This design comes from an exercise in tuning for small area, a short achievable clock period and few clock cycles on the open sky130 flow, not from production work. At most, simulation tests tie the RTL to the original design; equivalence was not proved.

==> inputs of wip/zinc <==
==> flow/design.v <==
`timescale 1ns / 1ps
`default_nettype none
package iap_pkg;
	localparam int CHAR_W         = 8;
	localparam int SAT_W          = 57;
	localparam int FLASH_W        = 5;
	localparam int MAX_DIGITS_DEF = 12;
	localparam logic [1:0] ST_OK        = 2'd0;
	localparam logic [1:0] ST_NO_DIGITS = 2'd1;
	localparam logic [1:0] ST_UNIT_ERR  = 2'd2;
	localparam logic [1:0] ST_OVERFLOW  = 2'd3;
endpackage
`default_nettype wire
`timescale 1ns / 1ps
`default_nettype none
module iap_mul10_add #(
	parameter int W = 57
) (
	input  wire [W-1:0] a,
	input  wire [3:0]   d,
	output wire [W-1:0] s
);
	localparam int N  = W;          
	localparam int NP = N + 1;      
	localparam int LV = (NP > 64) ? 7 : (NP > 32) ? 6 : (NP > 16) ? 5 : (NP > 8) ? 4 : 3;
	wire [2:0] xl = d[3] ? 3'b111 : d[2:0];
	wire       y0 = d[3];
	wire       ci = d[3] & d[0];
	wire [N-1:0] x = {a[W-4:0], xl};       
	wire [N-1:0] y = {a[W-2:0], y0};       
	wire [NP-1:0] g0 = {x & y, ci};
	wire [NP-1:0] p0 = {x ^ y, 1'b0};
	wire [NP-1:0] gl [LV+1];
	wire [NP-1:0] pl [LV+1];
	assign gl[0] = g0;
	assign pl[0] = p0;
	genvar l, i;
	generate
		for (l = 0; l < LV; l++) begin : g_lv
			for (i = 0; i < NP; i++) begin : g_pos
				if (((i >> l) & 1) == 1) begin : g_node
					localparam int J = ((i >> l) << l) - 1;
					assign gl[l+1][i] = gl[l][i] | (pl[l][i] & gl[l][J]);
					assign pl[l+1][i] = pl[l][i] & pl[l][J];
				end else begin : g_pass
					assign gl[l+1][i] = gl[l][i];
					assign pl[l+1][i] = pl[l][i];
				end
			end
		end
	endgenerate
	assign s = (x ^ y) ^ gl[LV][N-1:0];
endmodule
`default_nettype wire
`timescale 1ns / 1ps
`default_nettype none
import iap_pkg::*;
module invoice_amount_parser #(
	parameter int MAX_DIGITS = MAX_DIGITS_DEF
) (
	input  logic               clk,
	input  logic               arst_n,
	input  logic               in_valid,
	output logic               in_stall,
	input  logic [CHAR_W-1:0]  character,
	input  logic               last_char,
	output logic               out_valid,
	input  logic               out_stall,
	output logic [1:0]         status,
	output logic [SAT_W-1:0]   satoshis,
	output logic [FLASH_W-1:0] flash_count
);
	localparam logic [1:0] PH_SEEK  = 2'd0;
	localparam logic [1:0] PH_DIG   = 2'd1;
	localparam logic [1:0] PH_UNIT  = 2'd2;
	localparam logic [1:0] PH_DONE  = 2'd3;
	localparam logic [1:0] U_M = 2'd0;
	localparam logic [1:0] U_U = 2'd1;
	localparam logic [1:0] U_N = 2'd2;
	localparam logic [1:0] U_P = 2'd3;
	logic [1:0]  ph_q;
	logic [3:0]  cnt_q;       
	logic [3:0]  sig_q;       
	logic [1:0]  uk_q;        
	logic        ug_q;        
	logic [15:0] l_q;
	logic        accj_q;      
	logic        ended_q;     
	logic        loaded_q;    
	logic        stall_q;
	logic [1:0]  std_q;       
	logic [2:0]  kd_q;        
	logic [2:0]  occ_q;       
	logic        g_q;         
	logic        dz_q;        
	logic [56:0] acc_q;
	logic [2:0]  k_q;         
	logic [2:0]  z_q;         
	logic        active_q;
	logic        eended_q;
	logic        ov_q;
	logic [1:0]  st_q;
	logic [4:0]  fl_q;
	logic is_dig, is_let, is_mnup;
	logic [1:0] kind;
	assign is_dig = (character >= 8'h30) && (character <= 8'h39);
	assign is_let = ((character >= 8'h61) && (character <= 8'h7a)) ||
	                ((character >= 8'h41) && (character <= 8'h5a));
	always_comb begin
		is_mnup = 1'b1;
		kind    = U_M;
		unique case (character)
			8'h6d:   kind = U_M;
			8'h75:   kind = U_U;
			8'h6e:   kind = U_N;
			8'h70:   kind = U_P;
			default: is_mnup = 1'b0;
		endcase
	end
	logic       ir_v, ir_dig, ir_let, ir_mnup, ir_last;
	logic [1:0] ir_kind;
	logic [3:0] ir_d;
	logic       accept, ir_v_n, ir_dig_n;
	assign accept   = in_valid && !stall_q;
	logic dec, pending, can_load, load, proc, fresh;
	assign dec      = ended_q || (ph_q == PH_DONE);
	assign pending  = dec && !loaded_q;
	assign can_load = !active_q && !ov_q;
	logic load_q, fresh_q, blocked_q;
	assign load     = load_q;
	assign fresh    = fresh_q;
	assign proc     = ir_v && !blocked_q;
	logic [1:0]  ph_b, ph_n;
	logic [3:0]  cnt_b, sig_b, cnt_n;
	logic        ug_b;
	logic        in_run, take, ovf_set, unit_hit, pop;
	logic        ended_n, loaded_n;
	assign ph_b   = fresh ? PH_SEEK : ph_q;
	assign cnt_b  = fresh ? 4'd0 : cnt_q;
	assign sig_b  = fresh ? 4'd0 : sig_q;
	assign ug_b   = fresh ? 1'b0 : ug_q;
	assign in_run   = proc && ir_dig && ((ph_b == PH_SEEK) || (ph_b == PH_DIG));
	assign take     = in_run && (cnt_b < 4'(MAX_DIGITS));
	assign ovf_set  = in_run && !(cnt_b < 4'(MAX_DIGITS));
	assign unit_hit = proc && ir_let && ((ph_b == PH_DIG) || (ph_b == PH_UNIT));
	assign pop      = take && (cnt_b >= 4'd4);
	always_comb begin
		ph_n = ph_b;
		unique case (ph_b)
			PH_SEEK: if (ir_dig) ph_n = PH_DIG;
			PH_DIG:  if (ir_let) ph_n = PH_DONE; else if (!ir_dig) ph_n = PH_UNIT;
			PH_UNIT: if (ir_let) ph_n = PH_DONE;
			default: ph_n = PH_DONE;
		endcase
	end
	assign ended_n  = proc ? ir_last : ended_q;
	assign loaded_n = (proc && fresh) ? 1'b0 : (loaded_q || load);
	assign cnt_n    = proc ? (take ? cnt_b + 4'd1 : (ovf_set ? 4'd13 : cnt_b)) : cnt_q;
	always_ff @(posedge clk or negedge arst_n) begin
		if (!arst_n) begin
			ended_q  <= 1'b1;
			loaded_q <= 1'b1;
		end else begin
			ended_q  <= ended_n;
			loaded_q <= loaded_n;
		end
	end
	logic [1:0] ph_x, uk_x;
	logic       ug_x, accj_x;
	assign ph_x   = proc ? ph_n : ph_q;
	assign ug_x   = proc ? (unit_hit ? ir_mnup : ug_b) : ug_q;
	assign uk_x   = unit_hit ? ir_kind : uk_q;
	assign accj_x = proc ? ((fresh ? 1'b0 : accj_q) || pop) : accj_q;
	always_ff @(posedge clk) begin
		ph_q   <= ph_x;
		ug_q   <= ug_x;
		cnt_q  <= cnt_n;
		accj_q <= accj_x;
		uk_q   <= uk_x;
		if (proc) begin
			if (take) begin
				sig_q <= (sig_b == 4'd0) ? {3'd0, ir_d != 4'd0} : sig_b + 4'd1;
			end else begin
				sig_q <= sig_b;
			end
		end
	end
	logic       shift;
	logic [2:0] wpos;
	assign shift = epop || pop;
	logic [2:0] occ_cur, occ_n;
	assign occ_cur = load ? kd_q : occ_q;
	assign wpos    = (occ_cur == 3'd4) ? 3'd3 : occ_cur - {2'd0, epop};
	assign occ_n   = occ_cur - {2'd0, epop} + {2'd0, take && !pop};
	always_ff @(posedge clk) begin
		for (int i = 0; i < 4; i++) begin
			if (take && wpos == 3'(i)) begin
				l_q[15-4*i -: 4] <= ir_d;
			end else if (shift) begin
				l_q[15-4*i -: 4] <= (i == 3) ? 4'd0 : l_q[11-4*i -: 4];
			end
		end
	end
	logic [1:0] st_ld;
	logic [2:0] k_ld, z_ld;
	logic [4:0] fl_ld;
	logic       ok_ld;
	function automatic logic [1:0] f_status(input logic [1:0] ph, input logic [3:0] cnt, input logic ug);
		if (ph == PH_SEEK)             f_status = ST_NO_DIGITS;
		else if (cnt == 4'd13)         f_status = ST_OVERFLOW;
		else if (ph != PH_DONE || !ug) f_status = ST_UNIT_ERR;
		else                           f_status = ST_OK;
	endfunction
	function automatic logic [2:0] f_pops(input logic ok, input logic [1:0] uk, input logic [3:0] cnt);
		logic [2:0] c;
		c = (cnt >= 4'd4) ? 3'd4 : cnt[2:0];
		if (!ok)            f_pops = 3'd0;
		else if (uk == U_N) f_pops = c - 3'd1;
		else if (uk == U_P) f_pops = 3'd0;
		else                f_pops = c;
	endfunction
	assign st_ld = std_q;
	assign ok_ld = (std_q == ST_OK);
	assign k_ld  = kd_q;
	always_comb begin
		z_ld  = 3'd0;
		fl_ld = 5'd1;
		if (ok_ld) begin
			unique case (uk_q)
				U_M: begin z_ld = 3'd5; if (sig_q != 4'd0) fl_ld = {1'b0, sig_q} + 5'd5; end
				U_U: begin z_ld = 3'd2; if (sig_q != 4'd0) fl_ld = {1'b0, sig_q} + 5'd2; end
				U_N: begin              if (sig_q > 4'd1)  fl_ld = {1'b0, sig_q} - 5'd1; end
				default: begin          if (sig_q > 4'd4)  fl_ld = {1'b0, sig_q} - 5'd4; end
			endcase
		end
	end
	logic        step, epop, eend_now, eended_n, fin;
	logic [2:0]  k_n, z_n;
	logic        active_n, ov_n;
	logic lpop;
	assign lpop     = load && (k_ld != 3'd0);
	assign epop     = (active_q && (k_q != 3'd0)) || lpop;
	assign step     = active_q && ((k_q != 3'd0) || (z_q != 3'd0));
	assign eend_now = proc && ir_last && !ended_q && (loaded_q || load);
	assign eended_n = load ? (ended_q || eend_now) : (eended_q || eend_now);
	assign k_n      = load ? (k_ld - {2'd0, lpop}) : ((active_q && (k_q != 3'd0)) ? k_q - 3'd1 : k_q);
	assign z_n      = load ? z_ld : ((step && !epop) ? z_q - 3'd1 : z_q);
	logic kz_n, zz_n;
	assign kz_n     = load ? (k_ld[2:1] == 2'd0) :
	                  ((k_q[2:1] == 2'd0) && (!k_q[0] || active_q));
	assign zz_n     = load ? (z_ld == 3'd0) :
	                  ((z_q[2:1] == 2'd0) && (!z_q[0] || (active_q && (k_q == 3'd0))));
	assign fin      = (load || active_q) && kz_n && zz_n && eended_n;
	assign active_n = (load || active_q) && !fin;
	assign ov_n     = fin || (ov_q && out_stall);
	logic busy_n, load_n, fresh_n, blocked_n, pending_x;
	assign busy_n    = active_n || ov_n;
	assign load_n    = pending_x && !busy_n;
	assign fresh_n   = ended_n && (loaded_n || load_n);
	assign blocked_n = (ended_n && !loaded_n && !load_n) ||
	                   (ir_dig_n && !fresh_n && (ph_x == PH_DIG) && (cnt_n >= 4'd4) &&
	                    (cnt_n < 4'(MAX_DIGITS)) && busy_n);
	assign ir_v_n    = accept || (ir_v && !proc);
	assign ir_dig_n  = accept ? is_dig : ir_dig;
	always_ff @(posedge clk or negedge arst_n) begin
		if (!arst_n) begin
			ir_v <= 1'b0;
		end else begin
			ir_v <= ir_v_n;
		end
	end
	always_ff @(posedge clk) begin
		if (accept) begin
			ir_dig  <= is_dig;
			ir_let  <= is_let;
			ir_mnup <= is_mnup;
			ir_kind <= kind;
			ir_d    <= character[3:0];
			ir_last <= last_char;
		end
	end
	always_ff @(posedge clk or negedge arst_n) begin
		if (!arst_n) begin
			active_q <= 1'b0;
			ov_q     <= 1'b0;
			stall_q  <= 1'b0;
			load_q   <= 1'b0;
			fresh_q  <= 1'b1;
			blocked_q <= 1'b0;
		end else begin
			active_q <= active_n;
			ov_q     <= ov_n;
			stall_q  <= ir_v_n && blocked_n;
			load_q   <= load_n;
			fresh_q  <= fresh_n;
			blocked_q <= blocked_n;
		end
	end
	logic [56:0] h_a, h_s;
	logic [3:0]  h_d;
	logic step_x, ok_x, g_x, dz_x;
	logic [2:0] kld_x;
	assign step_x    = active_n && !(kz_n && zz_n);
	assign pending_x = (ended_n || (ph_x == PH_DONE)) && !loaded_n;
	logic [1:0] st_x;
	assign st_x      = f_status(ph_x, cnt_n, ug_x);
	assign ok_x      = (st_x == ST_OK);
	assign kld_x     = f_pops(ok_x, uk_x, proc ? cnt_b : cnt_q);
	assign g_x       = step_x || (pending_x ? (ok_x && accj_x) : accj_x);
	assign dz_x      = step_x ? kz_n : (pending_x && (kld_x == 3'd0));
	assign h_a = acc_q;
	assign h_d = dz_q ? 4'd0 : l_q[15:12];
	iap_mul10_add #(.W(57)) u_h (.a(h_a), .d(h_d), .s(h_s));
	always_ff @(posedge clk or negedge arst_n) begin
		if (!arst_n) begin
			occ_q <= 3'd0;
		end else begin
			occ_q <= occ_n;
		end
	end
	always_ff @(posedge clk) begin
		g_q  <= g_x;
		dz_q <= dz_x;
	end
	always_ff @(posedge clk) begin
		std_q    <= st_x;
		kd_q     <= kld_x;
		eended_q <= eended_n;
		k_q      <= k_n;
		z_q      <= z_n;
		if (load) begin
			st_q  <= st_ld;
			fl_q  <= fl_ld;
		end
		if (step || pop || (load && ((k_ld != 3'd0) || !(ok_ld && accj_q)))) begin
			acc_q <= g_q ? h_s : {53'd0, h_d};
		end
	end
	assign in_stall    = stall_q;
	assign out_valid   = ov_q;
	assign status      = st_q;
	assign satoshis    = acc_q;
	assign flash_count = fl_q;
endmodule
`default_nettype wire
==> flow/flow/run.sh <==
#!/bin/bash
set -euo pipefail
M=5.8
bash standard.sh "SETUP_SLACK_MARGIN=$M" \
  "BUFFER_PORTS_ARGS=-buffer_cell sky130_fd_sc_hd__buf_1" \
  "CTS_ARGS=-sink_clustering_enable -repair_clock_nets -dont_use_dummy_load -buf_list {sky130_fd_sc_hd__clkbuf_4 sky130_fd_sc_hd__clkbuf_8}" \
  finish > make_finish.log 2>&1
==> flow/standard.sh <==
#!/bin/bash
# synth_recipe.tcl (not shown) runs the flow's synth.tcl, then flattens the netlist and writes it again
# the make line also repeats each setting of config.mk as NAME=value (left out here)
make -C /OpenROAD-flow-scripts/flow DESIGN_CONFIG=/design/flow/config.mk WORK_HOME=/design/flow/orfs CLKGATE_MAP_FILE= SYNTH_SCRIPT=/design/flow/synth_recipe.tcl "${@:-finish}"
==> flow/config.mk <==
export PLATFORM = sky130hd
export DESIGN_NAME = invoice_amount_parser
export DESIGN_NICKNAME = invoice_amount_parser
export VERILOG_FILES = /design/flow/design.v
export SDC_FILE = /design/flow/constraint.sdc
export NUM_CORES = 4
export LEC_CHECK = 0
export CAP_MARGIN = 20
export CORE_MARGIN = 2
export CORE_UTILIZATION = 60
export CTS_BUF_LIST = sky130_fd_sc_hd__clkbuf_4 sky130_fd_sc_hd__clkbuf_8
export SLEW_MARGIN = 20
==> flow/constraint.sdc <==
create_clock -name core_clock -period 9.0 [get_ports {clk}]
set_input_delay 1.8000 -clock core_clock [delete_from_list [all_inputs] [get_ports {clk}]]
set_output_delay 1.8000 -clock core_clock [all_outputs]
set_load 0.01 [all_outputs]
==> wip/tundra (differences from wip/zinc) <==
--- a/flow/flow/run.sh
+++ b/flow/flow/run.sh
@@ -2,3 +2,3 @@
 set -euo pipefail
-M=5.8
+M=6.1
 bash standard.sh "SETUP_SLACK_MARGIN=$M" \
--- a/flow/config.mk
+++ b/flow/config.mk
@@ -7,5 +7,6 @@
 export LEC_CHECK = 0
+export ABC_AREA = 1
 export CAP_MARGIN = 20
 export CORE_MARGIN = 2
-export CORE_UTILIZATION = 60
+export CORE_UTILIZATION = 50
 export CTS_BUF_LIST = sky130_fd_sc_hd__clkbuf_4 sky130_fd_sc_hd__clkbuf_8
==> wip/willow (differences from wip/zinc) <==
--- a/flow/design.v
+++ b/flow/design.v
@@ -92,3 +92,4 @@
 	logic [2:0]  kd_q;        
-	logic [2:0]  occ_q;       
+	logic [4:0]  oh_q;        
+	logic [4:0]  kdh_q;       
 	logic        g_q;         
@@ -128,6 +129,9 @@
 	assign can_load = !active_q && !ov_q;
-	logic load_q, fresh_q, blocked_q;
-	assign load     = load_q;
-	assign fresh    = fresh_q;
-	assign proc     = ir_v && !blocked_q;
+	assign load     = pending && can_load;
+	assign fresh    = ended_q && (loaded_q || load);
+	logic blocked;
+	assign blocked  = (ended_q && !loaded_q && !load) ||
+	                  (ir_dig && !fresh && (ph_q == PH_DIG) && (cnt_q >= 4'd4) &&
+	                   (cnt_q < 4'(MAX_DIGITS)) && (active_q || ov_q));
+	assign proc     = ir_v && !blocked;
 	logic [1:0]  ph_b, ph_n;
@@ -188,11 +192,17 @@
 	logic       shift;
-	logic [2:0] wpos;
+	logic [3:0] wsel;
 	assign shift = epop || pop;
-	logic [2:0] occ_cur, occ_n;
-	assign occ_cur = load ? kd_q : occ_q;
-	assign wpos    = (occ_cur == 3'd4) ? 3'd3 : occ_cur - {2'd0, epop};
-	assign occ_n   = occ_cur - {2'd0, epop} + {2'd0, take && !pop};
+	logic [4:0] ohc, oh_n;
+	assign ohc  = load ? kdh_q : oh_q;
+	assign wsel = epop ? ohc[4:1] : {ohc[4] | ohc[3], ohc[2:0]};
+	always_comb begin
+		unique case ({epop, take && !pop})
+			2'b10:   oh_n = {1'b0, ohc[4:1]};
+			2'b01:   oh_n = {ohc[3:0], 1'b0};
+			default: oh_n = ohc;
+		endcase
+	end
 	always_ff @(posedge clk) begin
 		for (int i = 0; i < 4; i++) begin
-			if (take && wpos == 3'(i)) begin
+			if (take && wsel[i]) begin
 				l_q[15-4*i -: 4] <= ir_d;
@@ -286,5 +296,2 @@
 			stall_q  <= 1'b0;
-			load_q   <= 1'b0;
-			fresh_q  <= 1'b1;
-			blocked_q <= 1'b0;
 		end else begin
@@ -293,5 +300,2 @@
 			stall_q  <= ir_v_n && blocked_n;
-			load_q   <= load_n;
-			fresh_q  <= fresh_n;
-			blocked_q <= blocked_n;
 		end
@@ -307,3 +311,3 @@
 	assign ok_x      = (st_x == ST_OK);
-	assign kld_x     = f_pops(ok_x, uk_x, proc ? cnt_b : cnt_q);
+	assign kld_x     = f_pops(ok_x, uk_x, cnt_n);
 	assign g_x       = step_x || (pending_x ? (ok_x && accj_x) : accj_x);
@@ -315,5 +319,5 @@
 		if (!arst_n) begin
-			occ_q <= 3'd0;
+			oh_q  <= 5'b00001;
 		end else begin
-			occ_q <= occ_n;
+			oh_q  <= oh_n;
 		end
@@ -327,2 +331,3 @@
 		kd_q     <= kld_x;
+		kdh_q    <= 5'b00001 << kld_x;
 		eended_q <= eended_n;
--- a/flow/flow/run.sh
+++ b/flow/flow/run.sh
@@ -2,3 +2,3 @@
 set -euo pipefail
-M=5.8
+M=5.6
 bash standard.sh "SETUP_SLACK_MARGIN=$M" \
==> run summary <==
| quantity | wip/zinc | wip/tundra | wip/willow |
|---|---|---|---|
| Outcome | timing/DRC/antenna clean | timing/DRC/antenna clean | timing/DRC/antenna clean |
| Area of the die | 0.0147 sq mm | 0.0193 sq mm | 0.0162 sq mm |
| Cell Rows | 42 | 49 | 45 |
| Mean Syn Cell Area | 10.4 sq um | 7.85 sq um | 10.0 sq um |
| Critical Path Sink | acc_q[55] | satoshis[53] | acc_q[43] |
| Worst reg2reg path startpoint | l_q[15] | dz_q | l_q[15] |
| Wire length of the first global-routing pass | 28.0 mm | 32.5 mm | 33.3 mm |
| Setup crit start | l_q[15] | acc_q[53] | l_q[15] |
| Clock-cell share | 0.0253 | 0.0235 | 0.0236 |
| Worst Setup End Kind | flop | primary output | flop |
| Share of layout cells above drive strength 1 | 0.115 | 0.0956 | 0.105 |
| Inverters, non-clock | 36 | 172 | 55 |
| Number of nets produced by synthesis | 884 | 1251 | 1004 |
| Overall die width | 121 um | 139 um | 127 um |
| Stages on the worst setup path | 13 | 1 | 12 |
Testbench counts of wip/zinc, summed over its fixed seeds: cycles 33,131.
Testbench counts of wip/tundra, summed over its fixed seeds: cycles 33,131.
No functional check of the RTL was part of wip/willow.

-- what the ideal ports hide --
The results above use ideal ports. As a check the final layouts listed here were re-extracted and re-timed, cells and wires unchanged.
Step 1: set_driving_cell puts a clkbuf_16 on clk and a buf_2 on each other input, an assumption about the parent block.
Step 2 also shifts input and output timing later by t, the mid clock arrival at the registers, as if the neighbouring blocks saw the same clock.
Three values: no drivers, after step 1, after step 2; two values: the first two.
run | shift t [ns] | setup WS [ns] | worst hold slack (ns) | clock arrival spread, ns | slew at the worst register clock pin (ns)
wip/zinc | 0.467 | 5.738 / 5.738 / 5.738 | 0.466 / 0.466 / 0.466 | 0.024 / 0.024 | 0.08 / 0.08
wip/tundra | 0.462 | 6.143 / 6.106 / 6.078 | 0.435 / 0.435 / 0.435 | 0.028 / 0.029 | 0.08 / 0.08
wip/willow | 0.469 | 5.752 / 5.752 / 5.752 | 0.503 / 0.503 / 0.503 | 0.025 / 0.025 | 0.08 / 0.08
After both steps setup and hold are still met in every run listed. For wip/tundra, which loses most, drivers alone change the setup slack by -0.037 ns; drivers and shift together by -0.065 ns.
